Background: an optimization exercise with open tools, aiming at small area, a short achievable clock period and few clock cycles per item. Do not read the settings as production practice.
At most, simulation tests tie the RTL to the original design; equivalence was not proved.
No activity file was given, so power comes from the tool's default toggle rates.

==> 10-20: inputs <==
## goertzel_power_detect
module goertzel_power_detect #(
   parameter int OW       = 20,
   parameter int PW       = 2*OW+1,
   parameter int HOLD_ON  = 3,
   parameter int HOLD_OFF = 3
) (
   input  logic            i_clk,
   input  logic            i_rst,
   input  logic [2*OW-1:0] s_axis_tdata,
   input  logic            s_axis_tvalid,
   output logic            s_axis_tready,
   output logic [PW-1:0]   m_axis_tdata,
   output logic            m_axis_tuser,
   output logic            m_axis_tvalid,
   input  logic            m_axis_tready,
   input  logic [PW-1:0]   i_threshold,
   output logic            o_detect
);
clock: 8.0 ns
lec_check: 0
cap_margin: 20
core_margin: 2
core_utilization: 40
cts_buf_list: sky130_fd_sc_hd__clkbuf_8
setup_slack_margin: 4.1
slew_margin: 20
synth_hierarchical: 1
synth_minimum_keep_size: 0
standard.sh (not shown) runs the stock make flow with config.mk's settings and CLKGATE_MAP_FILE= SYNTH_SCRIPT=/design/flow/synth_recipe.tcl, a recipe that flattens the netlist after the stock synthesis.
==> flow/flow/run.sh <==
#!/bin/bash
# Standard ORFS layout (the standard.sh, standard synthesis unchanged),
# with the port buffers made from the smallest buffer cell.
set -euo pipefail
bash standard.sh BUFFER_PORTS_ARGS="-buffer_cell sky130_fd_sc_hd__buf_1" finish > standard_flow.log 2>&1
==> 03-13 (differences from 10-20) <==
SETUP_SLACK_MARGIN = 4.25   (was 4.1)
==> comparison <==
Die area is the same in 10-20 and 03-13. Sequential power is about the same in 10-20 and 03-13. Of 03-13 and 10-20, 03-13 has the higher total power (gap about 4%, measured against 10-20). In clock-buffer cell count, 03-13 and 10-20 do not differ. In 03-13 the non-clock buffer count is higher than in 10-20, by 66. Global-route usage: 10-20 is lower than 03-13 (0.81 points). Of 03-13 and 10-20, 03-13 has the higher register-to-register slack (gap 80 ps). Design area: 03-13 is larger than 10-20 (4.8%). Against 03-13, the clock power of 10-20 is larger by about 1%. Utilization: 10-20 is lower than 03-13 (2.2 points).
No functional check of the RTL was part of any run of this note.


==> build 59: inputs <==
goertzel_power_detect, a different RTL version from the one above (not shown whole).
Settings: LEC_CHECK=0, CAP_MARGIN=20, CORE_MARGIN=2, CORE_UTILIZATION=40, CTS_BUF_LIST=sky130_fd_sc_hd__clkbuf_8, SETUP_SLACK_MARGIN=4.1, SLEW_MARGIN=20, SYNTH_HIERARCHICAL=1, SYNTH_MINIMUM_KEEP_SIZE=0; clock period 8.0 ns.
Scripts as last shown in full above: flow/flow/run.sh
==> trial 27: changes against build 59 <==
--- a/flow/design.v
+++ b/flow/design.v
@@ -20,11 +20,10 @@
    localparam bit c_INREG  = 1'b1;
    localparam bit c_MIDREG = 1'b1;
    localparam bit c_INMUX  = 1'b1;
    localparam bit c_ABS    = 1'b1;
    localparam bit c_INV    = 1'b1;
-   localparam bit c_TREG   = 1'b1;
    localparam int c_HMAX = (HOLD_ON > HOLD_OFF) ? HOLD_ON : HOLD_OFF;
    localparam int c_CW   = (c_HMAX > 1) ? $clog2(c_HMAX) : 1;
    logic            w_en;
    logic            w_v1, w_v2;
    logic            r_v3;
@@ -1797,20 +1796,10 @@
          assign w_mid_q = w_mid_d;
       end
    endgenerate
    assign w_ra = {1'b0, 1'b0, w_mid_q[74], w_mid_q[72], w_mid_q[70], w_mid_q[68], w_mid_q[66], w_mid_q[64], w_mid_q[62], w_mid_q[60], w_mid_q[58], w_mid_q[56], w_mid_q[54], w_mid_q[52], w_mid_q[50], w_mid_q[48], w_mid_q[46], w_mid_q[44], w_mid_q[42], w_mid_q[40], w_mid_q[38], w_mid_q[36], w_mid_q[34], w_mid_q[32], w_mid_q[30], w_mid_q[28], w_mid_q[26], w_mid_q[24], w_mid_q[22], w_mid_q[20], w_mid_q[18], w_mid_q[16], w_mid_q[14], w_mid_q[12], w_mid_q[10], w_mid_q[8], w_mid_q[6], w_mid_q[4], w_mid_q[2], 1'b0, w_mid_q[0]} ^ 41'h6000000001;
    assign w_rb = {1'b0, 1'b0, w_mid_q[75], w_mid_q[73], w_mid_q[71], w_mid_q[69], w_mid_q[67], w_mid_q[65], w_mid_q[63], w_mid_q[61], w_mid_q[59], w_mid_q[57], w_mid_q[55], w_mid_q[53], w_mid_q[51], w_mid_q[49], w_mid_q[47], w_mid_q[45], w_mid_q[43], w_mid_q[41], w_mid_q[39], w_mid_q[37], w_mid_q[35], w_mid_q[33], w_mid_q[31], w_mid_q[29], w_mid_q[27], w_mid_q[25], w_mid_q[23], w_mid_q[21], w_mid_q[19], w_mid_q[17], w_mid_q[15], w_mid_q[13], w_mid_q[11], w_mid_q[9], w_mid_q[7], w_mid_q[5], w_mid_q[3], 1'b0, w_mid_q[1]} ^ 41'h4000000001;
-   logic [PW-1:0] w_thr;
-   generate
-      if (c_TREG) begin : g_treg
-         logic [PW-1:0] r_thr;
-         always_ff @(posedge i_clk) r_thr <= i_threshold;
-         assign w_thr = r_thr;
-      end else begin : g_ntreg
-         assign w_thr = i_threshold;
-      end
-   endgenerate
    assign w_sum = w_ra + w_rb;
    logic w_t1009;
    logic w_t1010;
    logic w_t1011;
    logic w_t1012;
@@ -1920,87 +1909,87 @@
    logic w_t1116;
    logic w_t1117;
    logic w_t1118;
    logic w_t1119;
    logic w_t1120;
-   goertzel_fa u_fa1011 (.i_a(w_mid_q[0]), .i_b(w_mid_q[1]), .i_c(w_thr[0]), .o_s(w_t1009), .o_c(w_t1010));
-   assign w_t1011 = ~w_thr[2];
+   goertzel_fa u_fa1011 (.i_a(w_mid_q[0]), .i_b(w_mid_q[1]), .i_c(i_threshold[0]), .o_s(w_t1009), .o_c(w_t1010));
+   assign w_t1011 = ~i_threshold[2];
    goertzel_fa u_fa1014 (.i_a(w_mid_q[2]), .i_b(w_mid_q[3]), .i_c(w_t1011), .o_s(w_t1012), .o_c(w_t1013));
-   assign w_t1014 = ~w_thr[3];
+   assign w_t1014 = ~i_threshold[3];
    goertzel_fa u_fa1017 (.i_a(w_mid_q[4]), .i_b(w_mid_q[5]), .i_c(w_t1014), .o_s(w_t1015), .o_c(w_t1016));
-   assign w_t1017 = ~w_thr[4];
+   assign w_t1017 = ~i_threshold[4];
    goertzel_fa u_fa1020 (.i_a(w_mid_q[6]), .i_b(w_mid_q[7]), .i_c(w_t1017), .o_s(w_t1018), .o_c(w_t1019));
-   assign w_t1020 = ~w_thr[5];
+   assign w_t1020 = ~i_threshold[5];
    goertzel_fa u_fa1023 (.i_a(w_mid_q[8]), .i_b(w_mid_q[9]), .i_c(w_t1020), .o_s(w_t1021), .o_c(w_t1022));
-   assign w_t1023 = ~w_thr[6];
+   assign w_t1023 = ~i_threshold[6];
    goertzel_fa u_fa1026 (.i_a(w_mid_q[10]), .i_b(w_mid_q[11]), .i_c(w_t1023), .o_s(w_t1024), .o_c(w_t1025));
-   assign w_t1026 = ~w_thr[7];
+   assign w_t1026 = ~i_threshold[7];
    goertzel_fa u_fa1029 (.i_a(w_mid_q[12]), .i_b(w_mid_q[13]), .i_c(w_t1026), .o_s(w_t1027), .o_c(w_t1028));
-   assign w_t1029 = ~w_thr[8];
+   assign w_t1029 = ~i_threshold[8];
    goertzel_fa u_fa1032 (.i_a(w_mid_q[14]), .i_b(w_mid_q[15]), .i_c(w_t1029), .o_s(w_t1030), .o_c(w_t1031));
-   assign w_t1032 = ~w_thr[9];
+   assign w_t1032 = ~i_threshold[9];
    goertzel_fa u_fa1035 (.i_a(w_mid_q[16]), .i_b(w_mid_q[17]), .i_c(w_t1032), .o_s(w_t1033), .o_c(w_t1034));
-   assign w_t1035 = ~w_thr[10];
+   assign w_t1035 = ~i_threshold[10];
    goertzel_fa u_fa1038 (.i_a(w_mid_q[18]), .i_b(w_mid_q[19]), .i_c(w_t1035), .o_s(w_t1036), .o_c(w_t1037));
-   assign w_t1038 = ~w_thr[11];
+   assign w_t1038 = ~i_threshold[11];
    goertzel_fa u_fa1041 (.i_a(w_mid_q[20]), .i_b(w_mid_q[21]), .i_c(w_t1038), .o_s(w_t1039), .o_c(w_t1040));
-   assign w_t1041 = ~w_thr[12];
+   assign w_t1041 = ~i_threshold[12];
    goertzel_fa u_fa1044 (.i_a(w_mid_q[22]), .i_b(w_mid_q[23]), .i_c(w_t1041), .o_s(w_t1042), .o_c(w_t1043));
-   assign w_t1044 = ~w_thr[13];
+   assign w_t1044 = ~i_threshold[13];
    goertzel_fa u_fa1047 (.i_a(w_mid_q[24]), .i_b(w_mid_q[25]), .i_c(w_t1044), .o_s(w_t1045), .o_c(w_t1046));
-   assign w_t1047 = ~w_thr[14];
+   assign w_t1047 = ~i_threshold[14];
    goertzel_fa u_fa1050 (.i_a(w_mid_q[26]), .i_b(w_mid_q[27]), .i_c(w_t1047), .o_s(w_t1048), .o_c(w_t1049));
-   assign w_t1050 = ~w_thr[15];
+   assign w_t1050 = ~i_threshold[15];
    goertzel_fa u_fa1053 (.i_a(w_mid_q[28]), .i_b(w_mid_q[29]), .i_c(w_t1050), .o_s(w_t1051), .o_c(w_t1052));
-   assign w_t1053 = ~w_thr[16];
+   assign w_t1053 = ~i_threshold[16];
    goertzel_fa u_fa1056 (.i_a(w_mid_q[30]), .i_b(w_mid_q[31]), .i_c(w_t1053), .o_s(w_t1054), .o_c(w_t1055));
-   assign w_t1056 = ~w_thr[17];
+   assign w_t1056 = ~i_threshold[17];
    goertzel_fa u_fa1059 (.i_a(w_mid_q[32]), .i_b(w_mid_q[33]), .i_c(w_t1056), .o_s(w_t1057), .o_c(w_t1058));
-   assign w_t1059 = ~w_thr[18];
+   assign w_t1059 = ~i_threshold[18];
    goertzel_fa u_fa1062 (.i_a(w_mid_q[34]), .i_b(w_mid_q[35]), .i_c(w_t1059), .o_s(w_t1060), .o_c(w_t1061));
-   assign w_t1062 = ~w_thr[19];
+   assign w_t1062 = ~i_threshold[19];
    goertzel_fa u_fa1065 (.i_a(w_mid_q[36]), .i_b(w_mid_q[37]), .i_c(w_t1062), .o_s(w_t1063), .o_c(w_t1064));
-   assign w_t1065 = ~w_thr[20];
+   assign w_t1065 = ~i_threshold[20];
    goertzel_fa u_fa1068 (.i_a(w_mid_q[38]), .i_b(w_mid_q[39]), .i_c(w_t1065), .o_s(w_t1066), .o_c(w_t1067));
-   assign w_t1068 = ~w_thr[21];
+   assign w_t1068 = ~i_threshold[21];
    goertzel_fa u_fa1071 (.i_a(w_mid_q[40]), .i_b(w_mid_q[41]), .i_c(w_t1068), .o_s(w_t1069), .o_c(w_t1070));
-   assign w_t1071 = ~w_thr[22];
+   assign w_t1071 = ~i_threshold[22];
    goertzel_fa u_fa1074 (.i_a(w_mid_q[42]), .i_b(w_mid_q[43]), .i_c(w_t1071), .o_s(w_t1072), .o_c(w_t1073));
-   assign w_t1074 = ~w_thr[23];
+   assign w_t1074 = ~i_threshold[23];
    goertzel_fa u_fa1077 (.i_a(w_mid_q[44]), .i_b(w_mid_q[45]), .i_c(w_t1074), .o_s(w_t1075), .o_c(w_t1076));
-   assign w_t1077 = ~w_thr[24];
+   assign w_t1077 = ~i_threshold[24];
    goertzel_fa u_fa1080 (.i_a(w_mid_q[46]), .i_b(w_mid_q[47]), .i_c(w_t1077), .o_s(w_t1078), .o_c(w_t1079));
-   assign w_t1080 = ~w_thr[25];
+   assign w_t1080 = ~i_threshold[25];
    goertzel_fa u_fa1083 (.i_a(w_mid_q[48]), .i_b(w_mid_q[49]), .i_c(w_t1080), .o_s(w_t1081), .o_c(w_t1082));
-   assign w_t1083 = ~w_thr[26];
+   assign w_t1083 = ~i_threshold[26];
    goertzel_fa u_fa1086 (.i_a(w_mid_q[50]), .i_b(w_mid_q[51]), .i_c(w_t1083), .o_s(w_t1084), .o_c(w_t1085));
-   assign w_t1086 = ~w_thr[27];
+   assign w_t1086 = ~i_threshold[27];
    goertzel_fa u_fa1089 (.i_a(w_mid_q[52]), .i_b(w_mid_q[53]), .i_c(w_t1086), .o_s(w_t1087), .o_c(w_t1088));
-   assign w_t1089 = ~w_thr[28];
+   assign w_t1089 = ~i_threshold[28];
    goertzel_fa u_fa1092 (.i_a(w_mid_q[54]), .i_b(w_mid_q[55]), .i_c(w_t1089), .o_s(w_t1090), .o_c(w_t1091));
-   assign w_t1092 = ~w_thr[29];
+   assign w_t1092 = ~i_threshold[29];
    goertzel_fa u_fa1095 (.i_a(w_mid_q[56]), .i_b(w_mid_q[57]), .i_c(w_t1092), .o_s(w_t1093), .o_c(w_t1094));
-   assign w_t1095 = ~w_thr[30];
+   assign w_t1095 = ~i_threshold[30];
    goertzel_fa u_fa1098 (.i_a(w_mid_q[58]), .i_b(w_mid_q[59]), .i_c(w_t1095), .o_s(w_t1096), .o_c(w_t1097));
-   assign w_t1098 = ~w_thr[31];
+   assign w_t1098 = ~i_threshold[31];
    goertzel_fa u_fa1101 (.i_a(w_mid_q[60]), .i_b(w_mid_q[61]), .i_c(w_t1098), .o_s(w_t1099), .o_c(w_t1100));
-   assign w_t1101 = ~w_thr[32];
+   assign w_t1101 = ~i_threshold[32];
    goertzel_fa u_fa1104 (.i_a(w_mid_q[62]), .i_b(w_mid_q[63]), .i_c(w_t1101), .o_s(w_t1102), .o_c(w_t1103));
-   assign w_t1104 = ~w_thr[33];
+   assign w_t1104 = ~i_threshold[33];
    goertzel_fa u_fa1107 (.i_a(w_mid_q[64]), .i_b(w_mid_q[65]), .i_c(w_t1104), .o_s(w_t1105), .o_c(w_t1106));
-   assign w_t1107 = ~w_thr[34];
+   assign w_t1107 = ~i_threshold[34];
    goertzel_fa u_fa1110 (.i_a(w_mid_q[66]), .i_b(w_mid_q[67]), .i_c(w_t1107), .o_s(w_t1108), .o_c(w_t1109));
-   assign w_t1110 = ~w_thr[35];
+   assign w_t1110 = ~i_threshold[35];
    goertzel_fa u_fa1113 (.i_a(w_mid_q[68]), .i_b(w_mid_q[69]), .i_c(w_t1110), .o_s(w_t1111), .o_c(w_t1112));
-   assign w_t1113 = ~w_thr[36];
+   assign w_t1113 = ~i_threshold[36];
    goertzel_fa u_fa1116 (.i_a(w_mid_q[70]), .i_b(w_mid_q[71]), .i_c(w_t1113), .o_s(w_t1114), .o_c(w_t1115));
    assign w_t1116 = ~w_mid_q[73];
-   goertzel_fa u_fa1119 (.i_a(w_mid_q[72]), .i_b(w_t1116), .i_c(w_thr[37]), .o_s(w_t1117), .o_c(w_t1118));
-   goertzel_fa u_fa1121 (.i_a(w_mid_q[74]), .i_b(w_mid_q[75]), .i_c(w_thr[38]), .o_s(w_t1119), .o_c(w_t1120));
+   goertzel_fa u_fa1119 (.i_a(w_mid_q[72]), .i_b(w_t1116), .i_c(i_threshold[37]), .o_s(w_t1117), .o_c(w_t1118));
+   goertzel_fa u_fa1121 (.i_a(w_mid_q[74]), .i_b(w_mid_q[75]), .i_c(i_threshold[38]), .o_s(w_t1119), .o_c(w_t1120));
    logic [PW-1:0] w_sp, w_kp;
    logic [PW:0]   w_cmp;
-   assign w_sp  = {w_thr[40], w_thr[39], w_t1119, w_t1117, w_t1114, w_t1111, w_t1108, w_t1105, w_t1102, w_t1099, w_t1096, w_t1093, w_t1090, w_t1087, w_t1084, w_t1081, w_t1078, w_t1075, w_t1072, w_t1069, w_t1066, w_t1063, w_t1060, w_t1057, w_t1054, w_t1051, w_t1048, w_t1045, w_t1042, w_t1039, w_t1036, w_t1033, w_t1030, w_t1027, w_t1024, w_t1021, w_t1018, w_t1015, w_t1012, w_thr[1], w_t1009} ^ 41'h1e000000003;
+   assign w_sp  = {i_threshold[40], i_threshold[39], w_t1119, w_t1117, w_t1114, w_t1111, w_t1108, w_t1105, w_t1102, w_t1099, w_t1096, w_t1093, w_t1090, w_t1087, w_t1084, w_t1081, w_t1078, w_t1075, w_t1072, w_t1069, w_t1066, w_t1063, w_t1060, w_t1057, w_t1054, w_t1051, w_t1048, w_t1045, w_t1042, w_t1039, w_t1036, w_t1033, w_t1030, w_t1027, w_t1024, w_t1021, w_t1018, w_t1015, w_t1012, i_threshold[1], w_t1009} ^ 41'h1e000000003;
    assign w_kp  = {1'b0, 1'b0, w_t1120, w_t1118, w_t1115, w_t1112, w_t1109, w_t1106, w_t1103, w_t1100, w_t1097, w_t1094, w_t1091, w_t1088, w_t1085, w_t1082, w_t1079, w_t1076, w_t1073, w_t1070, w_t1067, w_t1064, w_t1061, w_t1058, w_t1055, w_t1052, w_t1049, w_t1046, w_t1043, w_t1040, w_t1037, w_t1034, w_t1031, w_t1028, w_t1025, w_t1022, w_t1019, w_t1016, w_t1013, 1'b0, w_t1010} ^ 41'h6000000001;
    assign w_cmp = {1'b0, w_sp} + {w_kp, 1'b1};
    assign w_hit = w_cmp[PW];
    always_ff @(posedge i_clk) begin
       if (i_rst)     r_v3 <= 1'b0;
- SETUP_SLACK_MARGIN: 4.1 -> 4.0
==> comparison table <==
| metric | trial 27 | build 59 |
|---|---|---|
| Outcome | finished clean | finished clean |
| Met3 track demand over resource | 0.03872 | 0.03645 |
| TritonCTS Sinks | 163 | 204 |
| Mapped Nets | 2106 | 2147 |
| Clock Buffer Count | 17 | 47 |
| Worst hold path endpoint | g_mid.r_mid[1] | g_mid.r_mid[75] |
| Number of standard cells in the layout, taps in and fillers out | 2269 | 2369 |
| Utilization after layout | 0.4391 | 0.4545 |
| Leak pwr | 0.008395 uW | 0.009059 uW |
| Die area | 46040 sq um | 48130 sq um |
| Tap cell count | 592 | 600 |
| Xor/xnor cell area share of the yosys netlist | 0.03407 | 0.03257 |
| Number of signal-net buffers in the layout | 154 | 163 |
| Width of the die | 214.6 microns | 219.4 microns |
| Areal power density over the cells | 433.9 nW/um^2 | 432.2 nW/um^2 |
| Combined area of the multi-input logic cells | 12570 sq um | 12570 sq um |
| Final non-clock buffer share | 0.03747 | 0.04307 |
| Global-route met2 utilization | 0.3504 | 0.3463 |
| Overall power of the completed layout | 8389 uW | 8953 uW |
| Slew at the pin closest to its max-slew limit | 0.9642 ns | 0.9341 ns |
| Top achievable clock speed | 255.1 MHz | 258.9 MHz |
| Fraction of met1 tracks used by global routing | 0.2692 | 0.2597 |
| Switching share of power | 0.4547 | 0.4364 |
| Synthesized-area fraction occupied by ao, oa, aoi and oai cells | 0.06991 | 0.06682 |
Testbench counts of trial 27, summed over its fixed seeds: cycles 2,072, items 2,048.
For build 59, only the layout was checked, not whether the RTL still works.

-- afterwards: timing with drivers on the ports --
How much do the figures lean on ideal ports? The routed layouts below were timed once more, with nothing changed but the port constraints. Step 1 sets driving cells, clkbuf_16 on the clock port and buf_2 on the other inputs (assumed; they add their load-dependent delay and slew). Step 2 adds t to the input delays and takes it off the output delays; t is the mean of the earliest and latest rising clock arrival at the registers after step 1. Input paths then give back, and output paths get back, about the clock's delay inside the block. a / b / c = no drivers / after step 1 / after step 2; a / b = the first two.
run	t (ns)	setup WS [ns]	slew at the worst register clock pin (ns)	worst data-port slew with drivers (ns)	cell pins on the clock port's net
10-20	0.565	4.118 / 4.069 / 3.603	0.11 / 0.11	0.06	1
03-13	0.577	4.120 / 4.070 / 3.851	0.11 / 0.11	0.07	1
build 59	0.623	4.138 / 4.089 / 4.089	0.07 / 0.07	0.06	1
trial 27	0.560	4.080 / 4.046 / 3.710	0.10 / 0.10	0.05	1
After both steps setup and hold are still met in every run listed. For 10-20, which loses most, drivers alone change the setup slack by -0.049 ns; drivers and shift together by -0.515 ns.
